Source: an optimization exercise on an open RTL-to-GDS flow (aim: small area, a short achievable clock period and few clock cycles). Production flows keep margins and buffers that such runs may drop.
The RTL was checked by simulation tests, not by an equivalence proof against the original design.
Power is estimated from default activity; no workload was simulated.

**flow/config.mk**
```make
export PLATFORM = sky130hd
export DESIGN_NAME = window_mac5_acc
export DESIGN_NICKNAME = window_mac5_acc
export VERILOG_FILES = /design/flow/design.v
export SDC_FILE = /design/flow/constraint.sdc
export NUM_CORES = 4
export LEC_CHECK = 0
export CAP_MARGIN = 20
export CORE_MARGIN = 2
export CORE_UTILIZATION = 40
export SETUP_SLACK_MARGIN = 4.0
export SLEW_MARGIN = 20
```
**flow/constraint.sdc**
```tcl
create_clock -name core_clock -period 7.5 [get_ports {clk}]
set_input_delay 1.5000 -clock core_clock [delete_from_list [all_inputs] [get_ports {clk}]]
set_output_delay 1.5000 -clock core_clock [all_outputs]
set_load 0.01 [all_outputs]
```
**flow/design.v**
```verilog
package window_mac5_acc_pkg;
  typedef enum logic [1:0] {IDLE, ACCUM, DRAIN, OUT} state_t;
  localparam int DEF_WORD_WIDTH = 16;
  localparam int DEF_FRAC_BITS = 8;
endpackage
module booth_enc (
  input  logic [15:0] w,
  output logic [5:0] m1,
  output logic [5:0] m2,
  output logic [5:0] m3,
  output logic [5:0] m4,
  output logic [5:0] neg
);
  logic [18:0] we;
  assign we = {{2{w[15]}}, w, 1'b0};
  logic [2:0] y0;
  assign y0 = we[2:0] ^ {3{we[3]}};
  assign m1[0] = ~y0[2] & (y0[1] ^ y0[0]);
  assign m2[0] = (~y0[2] & y0[1] & y0[0]) | (y0[2] & ~y0[1] & ~y0[0]);
  assign m3[0] = y0[2] & (y0[1] ^ y0[0]);
  assign m4[0] = y0[2] & y0[1] & y0[0];
  assign neg[0] = we[3];
  logic [2:0] y1;
  assign y1 = we[5:3] ^ {3{we[6]}};
  assign m1[1] = ~y1[2] & (y1[1] ^ y1[0]);
  assign m2[1] = (~y1[2] & y1[1] & y1[0]) | (y1[2] & ~y1[1] & ~y1[0]);
  assign m3[1] = y1[2] & (y1[1] ^ y1[0]);
  assign m4[1] = y1[2] & y1[1] & y1[0];
  assign neg[1] = we[6];
  logic [2:0] y2;
  assign y2 = we[8:6] ^ {3{we[9]}};
  assign m1[2] = ~y2[2] & (y2[1] ^ y2[0]);
  assign m2[2] = (~y2[2] & y2[1] & y2[0]) | (y2[2] & ~y2[1] & ~y2[0]);
  assign m3[2] = y2[2] & (y2[1] ^ y2[0]);
  assign m4[2] = y2[2] & y2[1] & y2[0];
  assign neg[2] = we[9];
  logic [2:0] y3;
  assign y3 = we[11:9] ^ {3{we[12]}};
  assign m1[3] = ~y3[2] & (y3[1] ^ y3[0]);
  assign m2[3] = (~y3[2] & y3[1] & y3[0]) | (y3[2] & ~y3[1] & ~y3[0]);
  assign m3[3] = y3[2] & (y3[1] ^ y3[0]);
  assign m4[3] = y3[2] & y3[1] & y3[0];
  assign neg[3] = we[12];
  logic [2:0] y4;
  assign y4 = we[14:12] ^ {3{we[15]}};
  assign m1[4] = ~y4[2] & (y4[1] ^ y4[0]);
  assign m2[4] = (~y4[2] & y4[1] & y4[0]) | (y4[2] & ~y4[1] & ~y4[0]);
  assign m3[4] = y4[2] & (y4[1] ^ y4[0]);
  assign m4[4] = y4[2] & y4[1] & y4[0];
  assign neg[4] = we[15];
  logic [2:0] y5;
  assign y5 = we[17:15] ^ {3{we[18]}};
  assign m1[5] = ~y5[2] & (y5[1] ^ y5[0]);
  assign m2[5] = (~y5[2] & y5[1] & y5[0]) | (y5[2] & ~y5[1] & ~y5[0]);
  assign m3[5] = y5[2] & (y5[1] ^ y5[0]);
  assign m4[5] = y5[2] & y5[1] & y5[0];
  assign neg[5] = we[18];
endmodule
module mac_cs (
  input  logic [5:0] m1,
  input  logic [5:0] m2,
  input  logic [5:0] m3,
  input  logic [5:0] m4,
  input  logic [5:0] neg,
  input  logic [18:0] x,
  input  logic [20:0] x3,
  input  logic [41:0] ss,
  input  logic [41:0] sc,
  output logic [41:0] ns,
  output logic [41:0] nc
);
  logic [21:0] xe, x3e;
  assign xe = {{3{x[18]}}, x};
  assign x3e = {x3[20], x3};
  logic [20:0] pp0;
  assign pp0 = ({21{m1[0]}} & xe[20:0] | {21{m2[0]}} & {xe[19:0], 1'b0} | {21{m3[0]}} & x3e[20:0] | {21{m4[0]}} & {xe[18:0], 2'b0}) ^ {21{neg[0]}};
  logic [20:0] pp1;
  assign pp1 = ({21{m1[1]}} & xe[20:0] | {21{m2[1]}} & {xe[19:0], 1'b0} | {21{m3[1]}} & x3e[20:0] | {21{m4[1]}} & {xe[18:0], 2'b0}) ^ {21{neg[1]}};
  logic [20:0] pp2;
  assign pp2 = ({21{m1[2]}} & xe[20:0] | {21{m2[2]}} & {xe[19:0], 1'b0} | {21{m3[2]}} & x3e[20:0] | {21{m4[2]}} & {xe[18:0], 2'b0}) ^ {21{neg[2]}};
  logic [20:0] pp3;
  assign pp3 = ({21{m1[3]}} & xe[20:0] | {21{m2[3]}} & {xe[19:0], 1'b0} | {21{m3[3]}} & x3e[20:0] | {21{m4[3]}} & {xe[18:0], 2'b0}) ^ {21{neg[3]}};
  logic [20:0] pp4;
  assign pp4 = ({21{m1[4]}} & xe[20:0] | {21{m2[4]}} & {xe[19:0], 1'b0} | {21{m3[4]}} & x3e[20:0] | {21{m4[4]}} & {xe[18:0], 2'b0}) ^ {21{neg[4]}};
  logic [20:0] pp5;
  assign pp5 = ({21{m1[5]}} & xe[20:0] | {21{m2[5]}} & {xe[19:0], 1'b0} | {21{m3[5]}} & x3e[20:0] | {21{m4[5]}} & {xe[18:0], 2'b0}) ^ {21{neg[5]}};
  logic ms1, mc1;
  assign ms1 = ss[0] ^ sc[0] ^ neg[0];
  assign mc1 = (ss[0] & sc[0]) | (ss[0] & neg[0]) | (sc[0] & neg[0]);
  logic ms2, mc2;
  assign ms2 = ss[1] ^ sc[1] ^ pp0[1];
  assign mc2 = (ss[1] & sc[1]) | (ss[1] & pp0[1]) | (sc[1] & pp0[1]);
  logic ms3, mc3;
  assign ms3 = ss[2] ^ sc[2] ^ pp0[2];
  assign mc3 = (ss[2] & sc[2]) | (ss[2] & pp0[2]) | (sc[2] & pp0[2]);
  logic ms4, mc4;
  assign ms4 = ss[3] ^ sc[3] ^ neg[1];
  assign mc4 = (ss[3] & sc[3]) | (ss[3] & neg[1]) | (sc[3] & neg[1]);
  logic ms5, mc5;
  assign ms5 = pp0[3] ^ pp1[0] ^ ms4;
  assign mc5 = (pp0[3] & pp1[0]) | (pp0[3] & ms4) | (pp1[0] & ms4);
  logic ms6, mc6;
  assign ms6 = ss[4] ^ sc[4] ^ pp0[4];
  assign mc6 = (ss[4] & sc[4]) | (ss[4] & pp0[4]) | (sc[4] & pp0[4]);
  logic ms7, mc7;
  assign ms7 = pp1[1] ^ mc4 ^ ms6;
  assign mc7 = (pp1[1] & mc4) | (pp1[1] & ms6) | (mc4 & ms6);
  logic ms8, mc8;
  assign ms8 = ss[5] ^ sc[5] ^ pp0[5];
  assign mc8 = (ss[5] & sc[5]) | (ss[5] & pp0[5]) | (sc[5] & pp0[5]);
  logic ms9, mc9;
  assign ms9 = pp1[2] ^ mc6 ^ ms8;
  assign mc9 = (pp1[2] & mc6) | (pp1[2] & ms8) | (mc6 & ms8);
  logic ms10, mc10;
  assign ms10 = ss[6] ^ sc[6] ^ neg[2];
  assign mc10 = (ss[6] & sc[6]) | (ss[6] & neg[2]) | (sc[6] & neg[2]);
  logic ms11, mc11;
  assign ms11 = pp0[6] ^ pp1[3] ^ pp2[0];
  assign mc11 = (pp0[6] & pp1[3]) | (pp0[6] & pp2[0]) | (pp1[3] & pp2[0]);
  logic ms12, mc12;
  assign ms12 = ms10 ^ mc8 ^ ms11;
  assign mc12 = (ms10 & mc8) | (ms10 & ms11) | (mc8 & ms11);
  logic ms13, mc13;
  assign ms13 = ss[7] ^ sc[7] ^ pp0[7];
  assign mc13 = (ss[7] & sc[7]) | (ss[7] & pp0[7]) | (sc[7] & pp0[7]);
  logic ms14, mc14;
  assign ms14 = pp1[4] ^ pp2[1] ^ mc10;
  assign mc14 = (pp1[4] & pp2[1]) | (pp1[4] & mc10) | (pp2[1] & mc10);
  logic ms15, mc15;
  assign ms15 = mc11 ^ ms13 ^ ms14;
  assign mc15 = (mc11 & ms13) | (mc11 & ms14) | (ms13 & ms14);
  logic ms16, mc16;
  assign ms16 = ss[8] ^ sc[8] ^ pp0[8];
  assign mc16 = (ss[8] & sc[8]) | (ss[8] & pp0[8]) | (sc[8] & pp0[8]);
  logic ms17, mc17;
  assign ms17 = pp1[5] ^ pp2[2] ^ mc13;
  assign mc17 = (pp1[5] & pp2[2]) | (pp1[5] & mc13) | (pp2[2] & mc13);
  logic ms18, mc18;
  assign ms18 = ms16 ^ mc14 ^ ms17;
  assign mc18 = (ms16 & mc14) | (ms16 & ms17) | (mc14 & ms17);
  logic ms19, mc19;
  assign ms19 = ss[9] ^ sc[9] ^ neg[3];
  assign mc19 = (ss[9] & sc[9]) | (ss[9] & neg[3]) | (sc[9] & neg[3]);
  logic ms20, mc20;
  assign ms20 = pp0[9] ^ pp1[6] ^ pp2[3];
  assign mc20 = (pp0[9] & pp1[6]) | (pp0[9] & pp2[3]) | (pp1[6] & pp2[3]);
  logic ms21, mc21;
  assign ms21 = pp3[0] ^ ms19 ^ mc16;
  assign mc21 = (pp3[0] & ms19) | (pp3[0] & mc16) | (ms19 & mc16);
  logic ms22, mc22;
  assign ms22 = ms20 ^ mc17 ^ ms21;
  assign mc22 = (ms20 & mc17) | (ms20 & ms21) | (mc17 & ms21);
  logic ms23, mc23;
  assign ms23 = ss[10] ^ sc[10] ^ pp0[10];
  assign mc23 = (ss[10] & sc[10]) | (ss[10] & pp0[10]) | (sc[10] & pp0[10]);
  logic ms24, mc24;
  assign ms24 = pp1[7] ^ pp2[4] ^ pp3[1];
  assign mc24 = (pp1[7] & pp2[4]) | (pp1[7] & pp3[1]) | (pp2[4] & pp3[1]);
  logic ms25, mc25;
  assign ms25 = mc19 ^ mc20 ^ ms23;
  assign mc25 = (mc19 & mc20) | (mc19 & ms23) | (mc20 & ms23);
  logic ms26, mc26;
  assign ms26 = ms24 ^ mc21 ^ ms25;
  assign mc26 = (ms24 & mc21) | (ms24 & ms25) | (mc21 & ms25);
  logic ms27, mc27;
  assign ms27 = ss[11] ^ sc[11] ^ pp0[11];
  assign mc27 = (ss[11] & sc[11]) | (ss[11] & pp0[11]) | (sc[11] & pp0[11]);
  logic ms28, mc28;
  assign ms28 = pp1[8] ^ pp2[5] ^ pp3[2];
  assign mc28 = (pp1[8] & pp2[5]) | (pp1[8] & pp3[2]) | (pp2[5] & pp3[2]);
  logic ms29, mc29;
  assign ms29 = mc23 ^ mc24 ^ ms27;
  assign mc29 = (mc23 & mc24) | (mc23 & ms27) | (mc24 & ms27);
  logic ms30, mc30;
  assign ms30 = ms28 ^ mc25 ^ ms29;
  assign mc30 = (ms28 & mc25) | (ms28 & ms29) | (mc25 & ms29);
  logic ms31, mc31;
  assign ms31 = ss[12] ^ sc[12] ^ neg[4];
  assign mc31 = (ss[12] & sc[12]) | (ss[12] & neg[4]) | (sc[12] & neg[4]);
  logic ms32, mc32;
  assign ms32 = pp0[12] ^ pp1[9] ^ pp2[6];
  assign mc32 = (pp0[12] & pp1[9]) | (pp0[12] & pp2[6]) | (pp1[9] & pp2[6]);
  logic ms33, mc33;
  assign ms33 = pp3[3] ^ pp4[0] ^ ms31;
  assign mc33 = (pp3[3] & pp4[0]) | (pp3[3] & ms31) | (pp4[0] & ms31);
  logic ms34, mc34;
  assign ms34 = mc27 ^ mc28 ^ ms32;
  assign mc34 = (mc27 & mc28) | (mc27 & ms32) | (mc28 & ms32);
  logic ms35, mc35;
  assign ms35 = ms33 ^ mc29 ^ ms34;
  assign mc35 = (ms33 & mc29) | (ms33 & ms34) | (mc29 & ms34);
  logic ms36, mc36;
  assign ms36 = ss[13] ^ sc[13] ^ pp0[13];
  assign mc36 = (ss[13] & sc[13]) | (ss[13] & pp0[13]) | (sc[13] & pp0[13]);
  logic ms37, mc37;
  assign ms37 = pp1[10] ^ pp2[7] ^ pp3[4];
  assign mc37 = (pp1[10] & pp2[7]) | (pp1[10] & pp3[4]) | (pp2[7] & pp3[4]);
  logic ms38, mc38;
  assign ms38 = pp4[1] ^ mc31 ^ mc32;
  assign mc38 = (pp4[1] & mc31) | (pp4[1] & mc32) | (mc31 & mc32);
  logic ms39, mc39;
  assign ms39 = ms36 ^ ms37 ^ mc33;
  assign mc39 = (ms36 & ms37) | (ms36 & mc33) | (ms37 & mc33);
  logic ms40, mc40;
  assign ms40 = mc34 ^ ms38 ^ ms39;
  assign mc40 = (mc34 & ms38) | (mc34 & ms39) | (ms38 & ms39);
  logic ms41, mc41;
  assign ms41 = ss[14] ^ sc[14] ^ pp0[14];
  assign mc41 = (ss[14] & sc[14]) | (ss[14] & pp0[14]) | (sc[14] & pp0[14]);
  logic ms42, mc42;
  assign ms42 = pp1[11] ^ pp2[8] ^ pp3[5];
  assign mc42 = (pp1[11] & pp2[8]) | (pp1[11] & pp3[5]) | (pp2[8] & pp3[5]);
  logic ms43, mc43;
  assign ms43 = pp4[2] ^ mc36 ^ mc37;
  assign mc43 = (pp4[2] & mc36) | (pp4[2] & mc37) | (mc36 & mc37);
  logic ms44, mc44;
  assign ms44 = ms41 ^ ms42 ^ mc38;
  assign mc44 = (ms41 & ms42) | (ms41 & mc38) | (ms42 & mc38);
  logic ms45, mc45;
  assign ms45 = ms43 ^ mc39 ^ ms44;
  assign mc45 = (ms43 & mc39) | (ms43 & ms44) | (mc39 & ms44);
  logic ms46, mc46;
  assign ms46 = ss[15] ^ sc[15] ^ neg[5];
  assign mc46 = (ss[15] & sc[15]) | (ss[15] & neg[5]) | (sc[15] & neg[5]);
  logic ms47, mc47;
  assign ms47 = pp0[15] ^ pp1[12] ^ pp2[9];
  assign mc47 = (pp0[15] & pp1[12]) | (pp0[15] & pp2[9]) | (pp1[12] & pp2[9]);
  logic ms48, mc48;
  assign ms48 = pp3[6] ^ pp4[3] ^ pp5[0];
  assign mc48 = (pp3[6] & pp4[3]) | (pp3[6] & pp5[0]) | (pp4[3] & pp5[0]);
  logic ms49, mc49;
  assign ms49 = ms46 ^ mc41 ^ mc42;
  assign mc49 = (ms46 & mc41) | (ms46 & mc42) | (mc41 & mc42);
  logic ms50, mc50;
  assign ms50 = ms47 ^ ms48 ^ mc43;
  assign mc50 = (ms47 & ms48) | (ms47 & mc43) | (ms48 & mc43);
  logic ms51, mc51;
  assign ms51 = ms49 ^ mc44 ^ ms50;
  assign mc51 = (ms49 & mc44) | (ms49 & ms50) | (mc44 & ms50);
  logic ms52, mc52;
  assign ms52 = ss[16] ^ sc[16] ^ pp0[16];
  assign mc52 = (ss[16] & sc[16]) | (ss[16] & pp0[16]) | (sc[16] & pp0[16]);
  logic ms53, mc53;
  assign ms53 = pp1[13] ^ pp2[10] ^ pp3[7];
  assign mc53 = (pp1[13] & pp2[10]) | (pp1[13] & pp3[7]) | (pp2[10] & pp3[7]);
  logic ms54, mc54;
  assign ms54 = pp4[4] ^ pp5[1] ^ mc46;
  assign mc54 = (pp4[4] & pp5[1]) | (pp4[4] & mc46) | (pp5[1] & mc46);
  logic ms55, mc55;
  assign ms55 = mc47 ^ mc48 ^ ms52;
  assign mc55 = (mc47 & mc48) | (mc47 & ms52) | (mc48 & ms52);
  logic ms56, mc56;
  assign ms56 = ms53 ^ ms54 ^ mc49;
  assign mc56 = (ms53 & ms54) | (ms53 & mc49) | (ms54 & mc49);
  logic ms57, mc57;
  assign ms57 = ms55 ^ mc50 ^ ms56;
  assign mc57 = (ms55 & mc50) | (ms55 & ms56) | (mc50 & ms56);
  logic ms58, mc58;
  assign ms58 = ss[17] ^ sc[17] ^ pp0[17];
  assign mc58 = (ss[17] & sc[17]) | (ss[17] & pp0[17]) | (sc[17] & pp0[17]);
  logic ms59, mc59;
  assign ms59 = pp1[14] ^ pp2[11] ^ pp3[8];
  assign mc59 = (pp1[14] & pp2[11]) | (pp1[14] & pp3[8]) | (pp2[11] & pp3[8]);
  logic ms60, mc60;
  assign ms60 = pp4[5] ^ pp5[2] ^ mc52;
  assign mc60 = (pp4[5] & pp5[2]) | (pp4[5] & mc52) | (pp5[2] & mc52);
  logic ms61, mc61;
  assign ms61 = mc53 ^ ms58 ^ ms59;
  assign mc61 = (mc53 & ms58) | (mc53 & ms59) | (ms58 & ms59);
  logic ms62, mc62;
  assign ms62 = mc54 ^ mc55 ^ ms60;
  assign mc62 = (mc54 & mc55) | (mc54 & ms60) | (mc55 & ms60);
  logic ms63, mc63;
  assign ms63 = ms61 ^ mc56 ^ ms62;
  assign mc63 = (ms61 & mc56) | (ms61 & ms62) | (mc56 & ms62);
  logic ms64, mc64;
  assign ms64 = ss[18] ^ sc[18] ^ pp0[18];
  assign mc64 = (ss[18] & sc[18]) | (ss[18] & pp0[18]) | (sc[18] & pp0[18]);
  logic ms65, mc65;
  assign ms65 = pp1[15] ^ pp2[12] ^ pp3[9];
  assign mc65 = (pp1[15] & pp2[12]) | (pp1[15] & pp3[9]) | (pp2[12] & pp3[9]);
  logic ms66, mc66;
  assign ms66 = pp4[6] ^ pp5[3] ^ mc58;
  assign mc66 = (pp4[6] & pp5[3]) | (pp4[6] & mc58) | (pp5[3] & mc58);
  logic ms67, mc67;
  assign ms67 = mc59 ^ ms64 ^ ms65;
  assign mc67 = (mc59 & ms64) | (mc59 & ms65) | (ms64 & ms65);
  logic ms68, mc68;
  assign ms68 = mc60 ^ mc61 ^ ms66;
  assign mc68 = (mc60 & mc61) | (mc60 & ms66) | (mc61 & ms66);
  logic ms69, mc69;
  assign ms69 = ms67 ^ mc62 ^ ms68;
  assign mc69 = (ms67 & mc62) | (ms67 & ms68) | (mc62 & ms68);
  logic ms70, mc70;
  assign ms70 = ss[19] ^ sc[19] ^ pp0[19];
  assign mc70 = (ss[19] & sc[19]) | (ss[19] & pp0[19]) | (sc[19] & pp0[19]);
  logic ms71, mc71;
  assign ms71 = pp1[16] ^ pp2[13] ^ pp3[10];
  assign mc71 = (pp1[16] & pp2[13]) | (pp1[16] & pp3[10]) | (pp2[13] & pp3[10]);
  logic ms72, mc72;
  assign ms72 = pp4[7] ^ pp5[4] ^ mc64;
  assign mc72 = (pp4[7] & pp5[4]) | (pp4[7] & mc64) | (pp5[4] & mc64);
  logic ms73, mc73;
  assign ms73 = mc65 ^ ms70 ^ ms71;
  assign mc73 = (mc65 & ms70) | (mc65 & ms71) | (ms70 & ms71);
  logic ms74, mc74;
  assign ms74 = mc66 ^ mc67 ^ ms72;
  assign mc74 = (mc66 & mc67) | (mc66 & ms72) | (mc67 & ms72);
  logic ms75, mc75;
  assign ms75 = ms73 ^ mc68 ^ ms74;
  assign mc75 = (ms73 & mc68) | (ms73 & ms74) | (mc68 & ms74);
  logic ms76, mc76;
  assign ms76 = 1'b1 ^ ss[20] ^ sc[20];
  assign mc76 = (1'b1 & ss[20]) | (1'b1 & sc[20]) | (ss[20] & sc[20]);
  logic ms77, mc77;
  assign ms77 = ms76 ^ ~pp0[20] ^ pp1[17];
  assign mc77 = (ms76 & ~pp0[20]) | (ms76 & pp1[17]) | (~pp0[20] & pp1[17]);
  logic ms78, mc78;
  assign ms78 = pp2[14] ^ pp3[11] ^ pp4[8];
  assign mc78 = (pp2[14] & pp3[11]) | (pp2[14] & pp4[8]) | (pp3[11] & pp4[8]);
  logic ms79, mc79;
  assign ms79 = pp5[5] ^ mc70 ^ mc71;
  assign mc79 = (pp5[5] & mc70) | (pp5[5] & mc71) | (mc70 & mc71);
  logic ms80, mc80;
  assign ms80 = ms77 ^ ms78 ^ mc72;
  assign mc80 = (ms77 & ms78) | (ms77 & mc72) | (ms78 & mc72);
  logic ms81, mc81;
  assign ms81 = mc73 ^ ms79 ^ ms80;
  assign mc81 = (mc73 & ms79) | (mc73 & ms80) | (ms79 & ms80);
  logic ms82, mc82;
  assign ms82 = mc74 ^ ms81;
  assign mc82 = mc74 & ms81;
  logic ms83, mc83;
  assign ms83 = 1'b1 ^ ss[21] ^ sc[21];
  assign mc83 = (1'b1 & ss[21]) | (1'b1 & sc[21]) | (ss[21] & sc[21]);
  logic ms84, mc84;
  assign ms84 = mc76 ^ ms83 ^ pp1[18];
  assign mc84 = (mc76 & ms83) | (mc76 & pp1[18]) | (ms83 & pp1[18]);
  logic ms85, mc85;
  assign ms85 = pp2[15] ^ pp3[12] ^ pp4[9];
  assign mc85 = (pp2[15] & pp3[12]) | (pp2[15] & pp4[9]) | (pp3[12] & pp4[9]);
  logic ms86, mc86;
  assign ms86 = pp5[6] ^ mc77 ^ mc78;
  assign mc86 = (pp5[6] & mc77) | (pp5[6] & mc78) | (mc77 & mc78);
  logic ms87, mc87;
  assign ms87 = ms84 ^ ms85 ^ mc79;
  assign mc87 = (ms84 & ms85) | (ms84 & mc79) | (ms85 & mc79);
  logic ms88, mc88;
  assign ms88 = ms86 ^ mc80 ^ ms87;
  assign mc88 = (ms86 & mc80) | (ms86 & ms87) | (mc80 & ms87);
  logic ms89, mc89;
  assign ms89 = mc81 ^ ms88;
  assign mc89 = mc81 & ms88;
  logic ms90, mc90;
  assign ms90 = 1'b1 ^ ss[22] ^ sc[22];
  assign mc90 = (1'b1 & ss[22]) | (1'b1 & sc[22]) | (ss[22] & sc[22]);
  logic ms91, mc91;
  assign ms91 = mc83 ^ ms90 ^ pp1[19];
  assign mc91 = (mc83 & ms90) | (mc83 & pp1[19]) | (ms90 & pp1[19]);
  logic ms92, mc92;
  assign ms92 = pp2[16] ^ pp3[13] ^ pp4[10];
  assign mc92 = (pp2[16] & pp3[13]) | (pp2[16] & pp4[10]) | (pp3[13] & pp4[10]);
  logic ms93, mc93;
  assign ms93 = pp5[7] ^ mc84 ^ mc85;
  assign mc93 = (pp5[7] & mc84) | (pp5[7] & mc85) | (mc84 & mc85);
  logic ms94, mc94;
  assign ms94 = ms91 ^ ms92 ^ mc86;
  assign mc94 = (ms91 & ms92) | (ms91 & mc86) | (ms92 & mc86);
  logic ms95, mc95;
  assign ms95 = ms93 ^ mc87 ^ ms94;
  assign mc95 = (ms93 & mc87) | (ms93 & ms94) | (mc87 & ms94);
  logic ms96, mc96;
  assign ms96 = mc88 ^ ms95;
  assign mc96 = mc88 & ms95;
  logic ms97, mc97;
  assign ms97 = ss[23] ^ sc[23] ^ mc90;
  assign mc97 = (ss[23] & sc[23]) | (ss[23] & mc90) | (sc[23] & mc90);
  logic ms98, mc98;
  assign ms98 = ~pp1[20] ^ pp2[17] ^ pp3[14];
  assign mc98 = (~pp1[20] & pp2[17]) | (~pp1[20] & pp3[14]) | (pp2[17] & pp3[14]);
  logic ms99, mc99;
  assign ms99 = pp4[11] ^ pp5[8] ^ ms97;
  assign mc99 = (pp4[11] & pp5[8]) | (pp4[11] & ms97) | (pp5[8] & ms97);
  logic ms100, mc100;
  assign ms100 = mc91 ^ mc92 ^ ms98;
  assign mc100 = (mc91 & mc92) | (mc91 & ms98) | (mc92 & ms98);
  logic ms101, mc101;
  assign ms101 = ms99 ^ mc93 ^ ms100;
  assign mc101 = (ms99 & mc93) | (ms99 & ms100) | (mc93 & ms100);
  logic ms102, mc102;
  assign ms102 = mc94 ^ ms101 ^ mc95;
  assign mc102 = (mc94 & ms101) | (mc94 & mc95) | (ms101 & mc95);
  logic ms103, mc103;
  assign ms103 = 1'b1 ^ ss[24] ^ sc[24];
  assign mc103 = (1'b1 & ss[24]) | (1'b1 & sc[24]) | (ss[24] & sc[24]);
  logic ms104, mc104;
  assign ms104 = ms103 ^ pp2[18] ^ pp3[15];
  assign mc104 = (ms103 & pp2[18]) | (ms103 & pp3[15]) | (pp2[18] & pp3[15]);
  logic ms105, mc105;
  assign ms105 = pp4[12] ^ pp5[9] ^ mc97;
  assign mc105 = (pp4[12] & pp5[9]) | (pp4[12] & mc97) | (pp5[9] & mc97);
  logic ms106, mc106;
  assign ms106 = mc98 ^ ms104 ^ mc99;
  assign mc106 = (mc98 & ms104) | (mc98 & mc99) | (ms104 & mc99);
  logic ms107, mc107;
  assign ms107 = ms105 ^ mc100 ^ ms106;
  assign mc107 = (ms105 & mc100) | (ms105 & ms106) | (mc100 & ms106);
  logic ms108, mc108;
  assign ms108 = mc101 ^ ms107;
  assign mc108 = mc101 & ms107;
  logic ms109, mc109;
  assign ms109 = 1'b1 ^ ss[25] ^ sc[25];
  assign mc109 = (1'b1 & ss[25]) | (1'b1 & sc[25]) | (ss[25] & sc[25]);
  logic ms110, mc110;
  assign ms110 = mc103 ^ ms109 ^ pp2[19];
  assign mc110 = (mc103 & ms109) | (mc103 & pp2[19]) | (ms109 & pp2[19]);
  logic ms111, mc111;
  assign ms111 = pp3[16] ^ pp4[13] ^ pp5[10];
  assign mc111 = (pp3[16] & pp4[13]) | (pp3[16] & pp5[10]) | (pp4[13] & pp5[10]);
  logic ms112, mc112;
  assign ms112 = mc104 ^ ms110 ^ ms111;
  assign mc112 = (mc104 & ms110) | (mc104 & ms111) | (ms110 & ms111);
  logic ms113, mc113;
  assign ms113 = mc105 ^ ms112 ^ mc106;
  assign mc113 = (mc105 & ms112) | (mc105 & mc106) | (ms112 & mc106);
  logic ms114, mc114;
  assign ms114 = mc107 ^ ms113;
  assign mc114 = mc107 & ms113;
  logic ms115, mc115;
  assign ms115 = ss[26] ^ sc[26] ^ mc109;
  assign mc115 = (ss[26] & sc[26]) | (ss[26] & mc109) | (sc[26] & mc109);
  logic ms116, mc116;
  assign ms116 = ~pp2[20] ^ pp3[17] ^ pp4[14];
  assign mc116 = (~pp2[20] & pp3[17]) | (~pp2[20] & pp4[14]) | (pp3[17] & pp4[14]);
  logic ms117, mc117;
  assign ms117 = pp5[11] ^ ms115 ^ mc110;
  assign mc117 = (pp5[11] & ms115) | (pp5[11] & mc110) | (ms115 & mc110);
  logic ms118, mc118;
  assign ms118 = mc111 ^ ms116 ^ mc112;
  assign mc118 = (mc111 & ms116) | (mc111 & mc112) | (ms116 & mc112);
  logic ms119, mc119;
  assign ms119 = ms117 ^ ms118 ^ mc113;
  assign mc119 = (ms117 & ms118) | (ms117 & mc113) | (ms118 & mc113);
  logic ms120, mc120;
  assign ms120 = 1'b1 ^ ss[27] ^ sc[27];
  assign mc120 = (1'b1 & ss[27]) | (1'b1 & sc[27]) | (ss[27] & sc[27]);
  logic ms121, mc121;
  assign ms121 = ms120 ^ pp3[18] ^ pp4[15];
  assign mc121 = (ms120 & pp3[18]) | (ms120 & pp4[15]) | (pp3[18] & pp4[15]);
  logic ms122, mc122;
  assign ms122 = pp5[12] ^ mc115 ^ mc116;
  assign mc122 = (pp5[12] & mc115) | (pp5[12] & mc116) | (mc115 & mc116);
  logic ms123, mc123;
  assign ms123 = ms121 ^ mc117 ^ ms122;
  assign mc123 = (ms121 & mc117) | (ms121 & ms122) | (mc117 & ms122);
  logic ms124, mc124;
  assign ms124 = mc118 ^ ms123;
  assign mc124 = mc118 & ms123;
  logic ms125, mc125;
  assign ms125 = 1'b1 ^ ss[28] ^ sc[28];
  assign mc125 = (1'b1 & ss[28]) | (1'b1 & sc[28]) | (ss[28] & sc[28]);
  logic ms126, mc126;
  assign ms126 = mc120 ^ ms125 ^ pp3[19];
  assign mc126 = (mc120 & ms125) | (mc120 & pp3[19]) | (ms125 & pp3[19]);
  logic ms127, mc127;
  assign ms127 = pp4[16] ^ pp5[13] ^ mc121;
  assign mc127 = (pp4[16] & pp5[13]) | (pp4[16] & mc121) | (pp5[13] & mc121);
  logic ms128, mc128;
  assign ms128 = ms126 ^ mc122 ^ ms127;
  assign mc128 = (ms126 & mc122) | (ms126 & ms127) | (mc122 & ms127);
  logic ms129, mc129;
  assign ms129 = mc123 ^ ms128;
  assign mc129 = mc123 & ms128;
  logic ms130, mc130;
  assign ms130 = ss[29] ^ sc[29] ^ mc125;
  assign mc130 = (ss[29] & sc[29]) | (ss[29] & mc125) | (sc[29] & mc125);
  logic ms131, mc131;
  assign ms131 = ~pp3[20] ^ pp4[17] ^ pp5[14];
  assign mc131 = (~pp3[20] & pp4[17]) | (~pp3[20] & pp5[14]) | (pp4[17] & pp5[14]);
  logic ms132, mc132;
  assign ms132 = ms130 ^ mc126 ^ ms131;
  assign mc132 = (ms130 & mc126) | (ms130 & ms131) | (mc126 & ms131);
  logic ms133, mc133;
  assign ms133 = mc127 ^ ms132 ^ mc128;
  assign mc133 = (mc127 & ms132) | (mc127 & mc128) | (ms132 & mc128);
  logic ms134, mc134;
  assign ms134 = 1'b1 ^ ss[30] ^ sc[30];
  assign mc134 = (1'b1 & ss[30]) | (1'b1 & sc[30]) | (ss[30] & sc[30]);
  logic ms135, mc135;
  assign ms135 = ms134 ^ pp4[18] ^ pp5[15];
  assign mc135 = (ms134 & pp4[18]) | (ms134 & pp5[15]) | (pp4[18] & pp5[15]);
  logic ms136, mc136;
  assign ms136 = mc130 ^ mc131 ^ ms135;
  assign mc136 = (mc130 & mc131) | (mc130 & ms135) | (mc131 & ms135);
  logic ms137, mc137;
  assign ms137 = mc132 ^ ms136;
  assign mc137 = mc132 & ms136;
  logic ms138, mc138;
  assign ms138 = 1'b1 ^ ss[31] ^ sc[31];
  assign mc138 = (1'b1 & ss[31]) | (1'b1 & sc[31]) | (ss[31] & sc[31]);
  logic ms139, mc139;
  assign ms139 = mc134 ^ ms138 ^ pp4[19];
  assign mc139 = (mc134 & ms138) | (mc134 & pp4[19]) | (ms138 & pp4[19]);
  logic ms140, mc140;
  assign ms140 = pp5[16] ^ mc135 ^ ms139;
  assign mc140 = (pp5[16] & mc135) | (pp5[16] & ms139) | (mc135 & ms139);
  logic ms141, mc141;
  assign ms141 = mc136 ^ ms140;
  assign mc141 = mc136 & ms140;
  logic ms142, mc142;
  assign ms142 = ss[32] ^ sc[32] ^ mc138;
  assign mc142 = (ss[32] & sc[32]) | (ss[32] & mc138) | (sc[32] & mc138);
  logic ms143, mc143;
  assign ms143 = ~pp4[20] ^ pp5[17] ^ ms142;
  assign mc143 = (~pp4[20] & pp5[17]) | (~pp4[20] & ms142) | (pp5[17] & ms142);
  logic ms144, mc144;
  assign ms144 = mc139 ^ ms143 ^ mc140;
  assign mc144 = (mc139 & ms143) | (mc139 & mc140) | (ms143 & mc140);
  logic ms145, mc145;
  assign ms145 = 1'b1 ^ ss[33] ^ sc[33];
  assign mc145 = (1'b1 & ss[33]) | (1'b1 & sc[33]) | (ss[33] & sc[33]);
  logic ms146, mc146;
  assign ms146 = ms145 ^ pp5[18] ^ mc142;
  assign mc146 = (ms145 & pp5[18]) | (ms145 & mc142) | (pp5[18] & mc142);
  logic ms147, mc147;
  assign ms147 = mc143 ^ ms146;
  assign mc147 = mc143 & ms146;
  logic ms148, mc148;
  assign ms148 = 1'b1 ^ ss[34] ^ sc[34];
  assign mc148 = (1'b1 & ss[34]) | (1'b1 & sc[34]) | (ss[34] & sc[34]);
  logic ms149, mc149;
  assign ms149 = mc145 ^ ms148 ^ pp5[19];
  assign mc149 = (mc145 & ms148) | (mc145 & pp5[19]) | (ms148 & pp5[19]);
  logic ms150, mc150;
  assign ms150 = ms149 ^ mc146;
  assign mc150 = ms149 & mc146;
  logic ms151, mc151;
  assign ms151 = ss[35] ^ sc[35] ^ mc148;
  assign mc151 = (ss[35] & sc[35]) | (ss[35] & mc148) | (sc[35] & mc148);
  logic ms152, mc152;
  assign ms152 = ~pp5[20] ^ ms151 ^ mc149;
  assign mc152 = (~pp5[20] & ms151) | (~pp5[20] & mc149) | (ms151 & mc149);
  logic ms153, mc153;
  assign ms153 = 1'b1 ^ ss[36] ^ sc[36];
  assign mc153 = (1'b1 & ss[36]) | (1'b1 & sc[36]) | (ss[36] & sc[36]);
  logic ms154, mc154;
  assign ms154 = ms153 ^ mc151;
  assign mc154 = ms153 & mc151;
  logic ms155, mc155;
  assign ms155 = 1'b1 ^ ss[37] ^ sc[37];
  assign mc155 = (1'b1 & ss[37]) | (1'b1 & sc[37]) | (ss[37] & sc[37]);
  logic ms156, mc156;
  assign ms156 = mc153 ^ ms155;
  assign mc156 = mc153 & ms155;
  logic ms157, mc157;
  assign ms157 = 1'b1 ^ ss[38] ^ sc[38];
  assign mc157 = (1'b1 & ss[38]) | (1'b1 & sc[38]) | (ss[38] & sc[38]);
  logic ms158, mc158;
  assign ms158 = mc155 ^ ms157;
  assign mc158 = mc155 & ms157;
  logic ms159, mc159;
  assign ms159 = 1'b1 ^ ss[39] ^ sc[39];
  assign mc159 = (1'b1 & ss[39]) | (1'b1 & sc[39]) | (ss[39] & sc[39]);
  logic ms160, mc160;
  assign ms160 = mc157 ^ ms159;
  assign mc160 = mc157 & ms159;
  logic ms161, mc161;
  assign ms161 = 1'b1 ^ ss[40] ^ sc[40];
  assign mc161 = (1'b1 & ss[40]) | (1'b1 & sc[40]) | (ss[40] & sc[40]);
  logic ms162, mc162;
  assign ms162 = mc159 ^ ms161;
  assign mc162 = mc159 & ms161;
  logic ms163, mc163;
  assign ms163 = 1'b1 ^ ss[41] ^ sc[41];
  assign mc163 = (1'b1 & ss[41]) | (1'b1 & sc[41]) | (ss[41] & sc[41]);
  logic ms164, mc164;
  assign ms164 = mc161 ^ ms163;
  assign mc164 = mc161 & ms163;
  assign ns[0] = pp0[0];
  assign nc[0] = ms1;
  assign ns[1] = mc1;
  assign nc[1] = ms2;
  assign ns[2] = mc2;
  assign nc[2] = ms3;
  assign ns[3] = mc3;
  assign nc[3] = ms5;
  assign ns[4] = mc5;
  assign nc[4] = ms7;
  assign ns[5] = mc7;
  assign nc[5] = ms9;
  assign ns[6] = mc9;
  assign nc[6] = ms12;
  assign ns[7] = mc12;
  assign nc[7] = ms15;
  assign ns[8] = mc15;
  assign nc[8] = ms18;
  assign ns[9] = mc18;
  assign nc[9] = ms22;
  assign ns[10] = mc22;
  assign nc[10] = ms26;
  assign ns[11] = mc26;
  assign nc[11] = ms30;
  assign ns[12] = mc30;
  assign nc[12] = ms35;
  assign ns[13] = mc35;
  assign nc[13] = ms40;
  assign ns[14] = mc40;
  assign nc[14] = ms45;
  assign ns[15] = mc45;
  assign nc[15] = ms51;
  assign ns[16] = mc51;
  assign nc[16] = ms57;
  assign ns[17] = mc57;
  assign nc[17] = ms63;
  assign ns[18] = mc63;
  assign nc[18] = ms69;
  assign ns[19] = mc69;
  assign nc[19] = ms75;
  assign ns[20] = mc75;
  assign nc[20] = ms82;
  assign ns[21] = mc82;
  assign nc[21] = ms89;
  assign ns[22] = mc89;
  assign nc[22] = ms96;
  assign ns[23] = mc96;
  assign nc[23] = ms102;
  assign ns[24] = ms108;
  assign nc[24] = mc102;
  assign ns[25] = mc108;
  assign nc[25] = ms114;
  assign ns[26] = mc114;
  assign nc[26] = ms119;
  assign ns[27] = ms124;
  assign nc[27] = mc119;
  assign ns[28] = mc124;
  assign nc[28] = ms129;
  assign ns[29] = mc129;
  assign nc[29] = ms133;
  assign ns[30] = ms137;
  assign nc[30] = mc133;
  assign ns[31] = mc137;
  assign nc[31] = ms141;
  assign ns[32] = mc141;
  assign nc[32] = ms144;
  assign ns[33] = ms147;
  assign nc[33] = mc144;
  assign ns[34] = ms150;
  assign nc[34] = mc147;
  assign ns[35] = mc150;
  assign nc[35] = ms152;
  assign ns[36] = ms154;
  assign nc[36] = mc152;
  assign ns[37] = ms156;
  assign nc[37] = mc154;
  assign ns[38] = mc156;
  assign nc[38] = ms158;
  assign ns[39] = mc158;
  assign nc[39] = ms160;
  assign ns[40] = mc160;
  assign nc[40] = ms162;
  assign ns[41] = mc162;
  assign nc[41] = ms164;
endmodule
import window_mac5_acc_pkg::*;
module window_mac5_acc #(
  parameter int WORD_WIDTH = window_mac5_acc_pkg::DEF_WORD_WIDTH,
  parameter int FRAC_BITS  = window_mac5_acc_pkg::DEF_FRAC_BITS,
  parameter int CNT_WIDTH  = 8
) (
  input  logic                  clk,
  input  logic                  rst,
  input  logic                  w_load,
  input  logic [2:0]            w_idx,
  input  logic [WORD_WIDTH-1:0] w_data,
  input  logic                  start,
  input  logic [CNT_WIDTH-1:0]  acc_len,
  input  logic                  in_valid,
  input  logic [WORD_WIDTH-1:0] data_in_0,
  input  logic [WORD_WIDTH-1:0] data_in_1,
  input  logic [WORD_WIDTH-1:0] data_in_2,
  input  logic [WORD_WIDTH-1:0] data_in_3,
  input  logic [WORD_WIDTH-1:0] data_in_4,
  output logic                  busy,
  output logic                  out_valid,
  output logic [WORD_WIDTH-1:0] out_data
);
  localparam int XW = WORD_WIDTH + 3;             
  localparam int SW = 2 * WORD_WIDTH + CNT_WIDTH + 2;   
  localparam int ND = 6;                          
  localparam int L1 = 7;                          
  localparam int L2 = 13;
  localparam logic [CNT_WIDTH-1:0] DONE_CNT = CNT_WIDTH'(-6);
  logic [4:0][WORD_WIDTH-1:0] weight;
  logic [4:0][WORD_WIDTH-1:0] window;
  logic [4:0][XW-1:0] x_sum, x_keep, x_add, x_nxt;
  logic [4:0] x_c1, x_c2, c1_nxt, c2_nxt;
  logic [4:0] ring;
  logic [4:0] w_set;       
  logic [XW-1:0] xr, x_sel, x_pick;
  logic [XW+1:0] x3r, x3_pick;
  logic c1_sel, c2_sel;
  logic [WORD_WIDTH-1:0] w_sel;
  logic [ND-1:0] m1, m2, m3, m4, neg, m1_r, m2_r, m3_r, m4_r, neg_r;
  logic [SW-1:0] acc_s, acc_c, nxt_s, nxt_c, total;
  logic [CNT_WIDTH-1:0] cnt;
  logic accum;
  logic idle, busy_nx;
  logic [4:0] ring_nx, keep;
  logic go, accept, last, fire;
  logic [SW-FRAC_BITS-1:0] rounded;
  logic [WORD_WIDTH-1:0] result;
  assign window = {data_in_4, data_in_3, data_in_2, data_in_1, data_in_0};
  assign go = idle && start && acc_len != '0;
  assign accept = accum && in_valid;
  assign last = accept && cnt == CNT_WIDTH'(1);
  assign fire = !idle && !accum && cnt == DONE_CNT;
  assign busy_nx = idle ? go : !fire;
  assign ring_nx = {ring[3:0], ring[4]};
  for (genvar i = 0; i < 5; i++) begin : g_tap
    assign x_keep[i] = keep[i] ? x_sum[i] : XW'(0);
    assign x_add[i] = accept ? XW'($signed(window[i])) : XW'(0);
    assign {c1_nxt[i], x_nxt[i][L1-1:0]} = (L1+1)'(x_keep[i][L1-1:0]) + (L1+1)'(x_add[i][L1-1:0]);
    assign {c2_nxt[i], x_nxt[i][L2-1:L1]} = (L2-L1+1)'(x_keep[i][L2-1:L1])
                                          + (L2-L1+1)'(x_add[i][L2-1:L1]) + (L2-L1+1)'(keep[i] && x_c1[i]);
    assign x_nxt[i][XW-1:L2] = x_keep[i][XW-1:L2] + x_add[i][XW-1:L2] + (XW-L2)'(keep[i] && x_c2[i]);
  end
  always_comb begin
    x_sel = '0;
    c1_sel = 1'b0;
    c2_sel = 1'b0;
    w_sel = '0;
    for (int i = 0; i < 5; i++) begin
      x_sel = x_sel | ({XW{ring[i]}} & x_sum[i]);
      c1_sel = c1_sel | (ring[i] & x_c1[i]);
      c2_sel = c2_sel | (ring[i] & x_c2[i]);
      w_sel = w_sel | ({WORD_WIDTH{ring[i] && w_set[i]}} & weight[i]);
    end
  end
  assign x_pick = {x_sel[XW-1:L1] + (XW-L1)'({c2_sel, {(L2-L1-1){1'b0}}, c1_sel}), x_sel[L1-1:0]};
  assign x3_pick = {{2{x_sel[XW-1]}}, x_sel} + {x_sel[XW-1], x_sel, 1'b0}
                 + (XW+2)'({c2_sel, c2_sel, {(L2-L1-2){1'b0}}, c1_sel, c1_sel, {L1{1'b0}}});
  booth_enc u_enc (
    .w(w_sel),
    .m1(m1),
    .m2(m2),
    .m3(m3),
    .m4(m4),
    .neg(neg)
  );
  mac_cs u_mac (
    .m1(m1_r),
    .m2(m2_r),
    .m3(m3_r),
    .m4(m4_r),
    .neg(neg_r),
    .x(xr),
    .x3(x3r),
    .ss(acc_s),
    .sc(acc_c),
    .ns(nxt_s),
    .nc(nxt_c)
  );
  assign total = acc_s + acc_c;
  assign rounded = total[SW-1:FRAC_BITS];
  always_comb begin
    if (&rounded[SW-FRAC_BITS-1:WORD_WIDTH-1] || ~|rounded[SW-FRAC_BITS-1:WORD_WIDTH-1])
      result = rounded[WORD_WIDTH-1:0];
    else
      result = {rounded[SW-FRAC_BITS-1], {(WORD_WIDTH-1){~rounded[SW-FRAC_BITS-1]}}};
  end
  always_ff @(posedge clk) begin
    x_sum <= x_nxt;
    x_c1 <= c1_nxt;
    x_c2 <= c2_nxt;
    xr <= (idle || rst) ? '0 : x_pick;
    x3r <= (idle || rst) ? '0 : x3_pick;
    m1_r <= m1;
    m2_r <= m2;
    m3_r <= m3;
    m4_r <= m4;
    neg_r <= neg;
    for (int i = 0; i < 5; i++)
      if (idle && w_load && w_idx == 3'(i)) weight[i] <= w_data;
    acc_s <= idle ? SW'(1 << (FRAC_BITS - 1)) : nxt_s;
    acc_c <= idle ? '0 : nxt_c;
    keep <= (busy_nx && !rst) ? ~ring_nx : '0;
    cnt <= idle ? acc_len : cnt - CNT_WIDTH'(!accum || in_valid);
    if (rst) begin
      ring <= 5'b00001;
      busy <= 1'b0;
      idle <= 1'b1;
      accum <= 1'b0;
      out_valid <= 1'b0;
      out_data <= '0;
      w_set <= '0;
    end else begin
      ring <= ring_nx;
      busy <= busy_nx;
      idle <= !busy_nx;
      accum <= accum ? !last : go;
      out_valid <= fire;
      if (fire) out_data <= result;
      for (int i = 0; i < 5; i++)
        if (idle && w_load && w_idx == 3'(i)) w_set[i] <= 1'b1;
    end
  end
endmodule
```
**flow/run.sh**
```bash
#!/bin/bash
# synth_recipe.tcl (not shown) runs the flow's synth.tcl, then flattens the netlist and writes it again
# the make line also repeats each setting of config.mk as NAME=value (left out here)
make -C /OpenROAD-flow-scripts/flow DESIGN_CONFIG=/design/flow/config.mk WORK_HOME=/design/flow/orfs CLKGATE_MAP_FILE= SYNTH_SCRIPT=/design/flow/synth_recipe.tcl finish
```
==> summary.md <==
| Metric | Value |
|---|---|
| Skew final | `0.01959 ns` |
| Remaining Overflow, GRT | `0` |
| Synthesized netlist cell count | `2714` |
| Endpoints failing setup | `0` |
| Dpl hpwl | `51.96 mm` |
| Max-cap viol count | `0` |
| WP data arrival | `4.34 ns` |
| Worst-Skew Late Latency | `0.59 ns` |
| Max Clk Rate | `257.0 MHz` |
| Largest net degree at the start of global routing | `71` |
| Critical path buffers and inverters | `2` |
| # rows | `93` |
| Die Span Y | `258.7 µm` |
| Setup CP Type | `register to register` |
| HP Class | `register to register` |
| Synth area leaders | `dfxtp_1 23%, fa_1 12%, edfxtp_1 9.3%` |
| CP required | `7.95 ns` |
| IO Count | `130` |
| Fin crit share | `51.88%` |
| Status | `finished clean` |
| Post-Syn Area per Cell | `9.558 µm²` |
| CTS root buf | `clkbuf_16` |
| Initial core utilization | `40.39%` |
| GRT Total Usage | `21.71%` |
| Seq/Total Area, Yosys | `32.26%` |
| Crit. End Element | `register` |
| Final instance area | `30880 µm²` |
| TritonCTS Buffers | `45` |
| Vias/cell | `5.423` |
| Ys async rst share | `0%` |
| Core Box Area | `64230 µm²` |
| Post-synth EDFFs | `80` |
| PD cells | `197.6 nW/µm²` |
| Final std cells w/o fill | `3694` |
| Min Tclk post-route | `3.891 ns` |
| Cell Area, Placed | `27870 µm²` |
| Syn Nets | `3175` |
| Setup TNS after final layout | `0 ns` |
| Pwr Total | `6101 µW` |
| Clk sinks | `378` |
| Register bit total from synthesis | `378` |
| RSZ-0062 raised after global routing | `true` |
| Clock transition at path regs | `0.06 ns` |
| Synth warnings | `1` |
| CP startpoint kind | `register` |
| DIE WIDTH | `258.7 µm` |
| Port Buf Inserts | `129` |
| Routability cong. | `0.8978` |
| Endpoints failing hold | `0` |
| Pins Over Slew Limit | `0` |
| WL/cell | `19.68 µm` |
| Placed cells | `3544` |
| Via count | `20.03k` |
| DRT iter0 DRCs | `1358` |
| TritonRoute pass-1 iters | `8` |
| Residual DRC count | `0` |
| Vias in the first global route | `21.04k` |
| Hold buffer count at CTS | `0` |
| Synth unique cells | `70` |
| CP top delay family | `compound AO/OA/AOI/OAI gates` |
| Worst IR Drop VDD | `0.0001537 V` |
| Initial antenna violation count | `0` |
| Final nets | `3265` |
| Clk buf depth | `3` |
| Fraction of layout cells with a size suffix above 1 | `12.86%` |
| Die ar. | `66910 µm²` |
| Antenna Cells | `0` |
| Number of H-tree levels | `2` |
| Slowest CP cell | `o41a_1` |
| CP Max Fanout | `7` |
| Dominant cell type by area after synthesis | `dfxtp_1` |
| Leakage | `0.01339 µW` |
| First-pass GRT wire length | `116.3 mm` |
| Top FF cell, synth | `dfxtp_1` |
| CP Cell Sequence | `buf_12 -> a222oi_1 -> buf_4 -> nand2_4 -> ha_4 -> ha_4 -> fa_2 -> a21o_1 -> a21oi_2 -> o21bai_1 -> a21oi_2 -> o21bai_1 -> a41o_1 -> o41a_1 -> a41o_1 -> o21ai_1 -> nand2b_1 -> xnor2_1 -> nor2_1` |
| Drt total wl | `72.68 mm` |
| Crit-path max cell delay | `0.40 ns` |
| Synth top area share | `23.00%` |
| Mapped Area | `25940 µm²` |
| Layout area overhead | `19.04%` |
| TritonCTS clock tree | `done` |
| Worst-Margin Slew | `0.9860 ns` |
| Remaining antenna violation count | `0` |
| Slew headroom | `34.27%` |
## final cells by class
type / count / area (µm²)
clock inverter: 26 / 317.8
clock buffer: 56 / 1197
fill: 5965 / 33350
inverter: 280 / 1055
multi-input combinational: 1880 / 16740
sequential: 378 / 8474
timing repair buffer: 219 / 2029
tap: 855 / 1070
## cell families (layout without fill, tap and decap cells)
family,after synthesis,in the layout,synth area share [%]
AND/OR/NAND/NOR,678,678,13.63
AO/OA/AOI/OAI,574,574,16.55
buffers and inverters,456,581,6.627
flip-flops,378,378,32.26
adder cells (fa/ha/maj),349,349,21.46
XOR/XNOR,270,270,9.116
multiplexers,9,9,0.3521
## power by group
part           switching (µW)  internal, µW  leakage, µW
registers                 116          2200      0.00318
logic                     832           687      0.00948
clock network             926          1340     0.000736
## stage by stage
step | util [%] | hold slack (ns) | setup WS, ns
2_1_floorplan | - | 0.4317 | 3.635
3_3_place_gp | 43.38 | 0.4431 | 3.162
3_5_place_dp | 43.39 | 0.4493 | 3.084
4_1_cts | 47.34 | 0.4633 | 3.646
5_1_grt | 48.08 | 0.4931 | 3.435
6_report | 48.08 | 0.4626 | 3.609
## tightest hold or removal path, stage by stage, from the launching register on
cell,delay (ns)
dfxtp_1,0.32
nor2_1,0.05
nor2_1,0.06
## state kept, by name, indices dropped and copies added (netlist names), 6 cells and up
register  count
x_sum        95
neg_r         6
x3r          20
acc_s        42
out_data     16
cnt           8
xr           19
m1_r          6
weight       80
acc_c        42
## Yosys cell counts, types with 8 or more instances
cell      instances
dfxtp_1         298
nor3_1           19
and3_1           76
fa_1            160
xnor2_1         166
a211oi_1         16
a221oi_1        101
or2_2            15
inv_1           280
edfxtp_1         80
o21bai_1         19
ha_1            189
o211ai_1          8
mux2i_1           8
nor2_1          111
nand2_1         180
nand4_1          16
nand3_1          18
clkbuf_1        152
nand2b_1         16
o32ai_1           8
o21ai_0          45
or3_1            11
a222oi_1         24
buf_1            18
nor2b_1         102
o21a_1            8
a21oi_1         114
a21o_1           61
and2_1           88
nor4_1            8
a22o_1           85
xor2_1          104
a22oi_1          39
## metal layers
layer	vias up	part of all wire (%)	wire length, µm	global-route usage (%)
li1	9498	-	-	-
met1	9740	42	30510	27.29
met2	635	49	35280	37.39
met3	158	5.6	4057	3.032
met4	0	3.9	2835	9.040
met5	-	0	0	0
## cells in the final DEF, fill, tap and decap left out, types with 97 or more instances in the layout
cell / count
xnor2_1: 164
fa_1: 154
inv_1: 278
ha_1: 162
clkdlybuf4s50_1: 128
a21oi_1: 97
nor2b_1: 101
dfxtp_1: 249
xor2_1: 104
nor2_1: 107
nand2_1: 173
## timing repair
action / CTS / global route
gates resized for setup: 151 / 86
cloned: 1 / 0
endpoints found under the setup margin: 78 / 43
buffers inserted: 57 / 8
pin swaps: 56 / 63
## worst paths after layout
path                            slack, ns  depth (start not counted)  endpoint      from
worst max-delay path                 3.61                         19   x3r[18]   ring[1]
worst min-delay path                 0.46                          2  w_set[2]  w_set[2]
worst max register to register       3.61                         19   x3r[18]   ring[1]
worst min register to register       0.46                          2  w_set[2]  w_set[2]
Testbench counts, summed over its fixed seeds: cycles 16,757.

==> afterwards: timing with drivers on the ports <==
The flow's constraints put no driver on any port. The routed layout listed below was extracted and timed again, unchanged, in two steps.
Step 1 assumes that a clkbuf_16 drives the clock port and a buf_2 every other input.
Step 2, shift: input delay + t, output delay - t, t = (earliest + latest rising clock arrival at the registers) / 2. This alone moves slack from input paths to output paths.
Slacks: ideal / step 1 / step 2; pairs: ideal / step 1.
t, ns: 0.647
setup slack, ns: 3.609 / 3.609 / 3.609
worst data-port slew with drivers (ns): 0.04
After both steps this run still meets setup and hold. For this run, drivers alone change the setup slack by 0.000 ns; drivers and shift together by 0.000 ns.
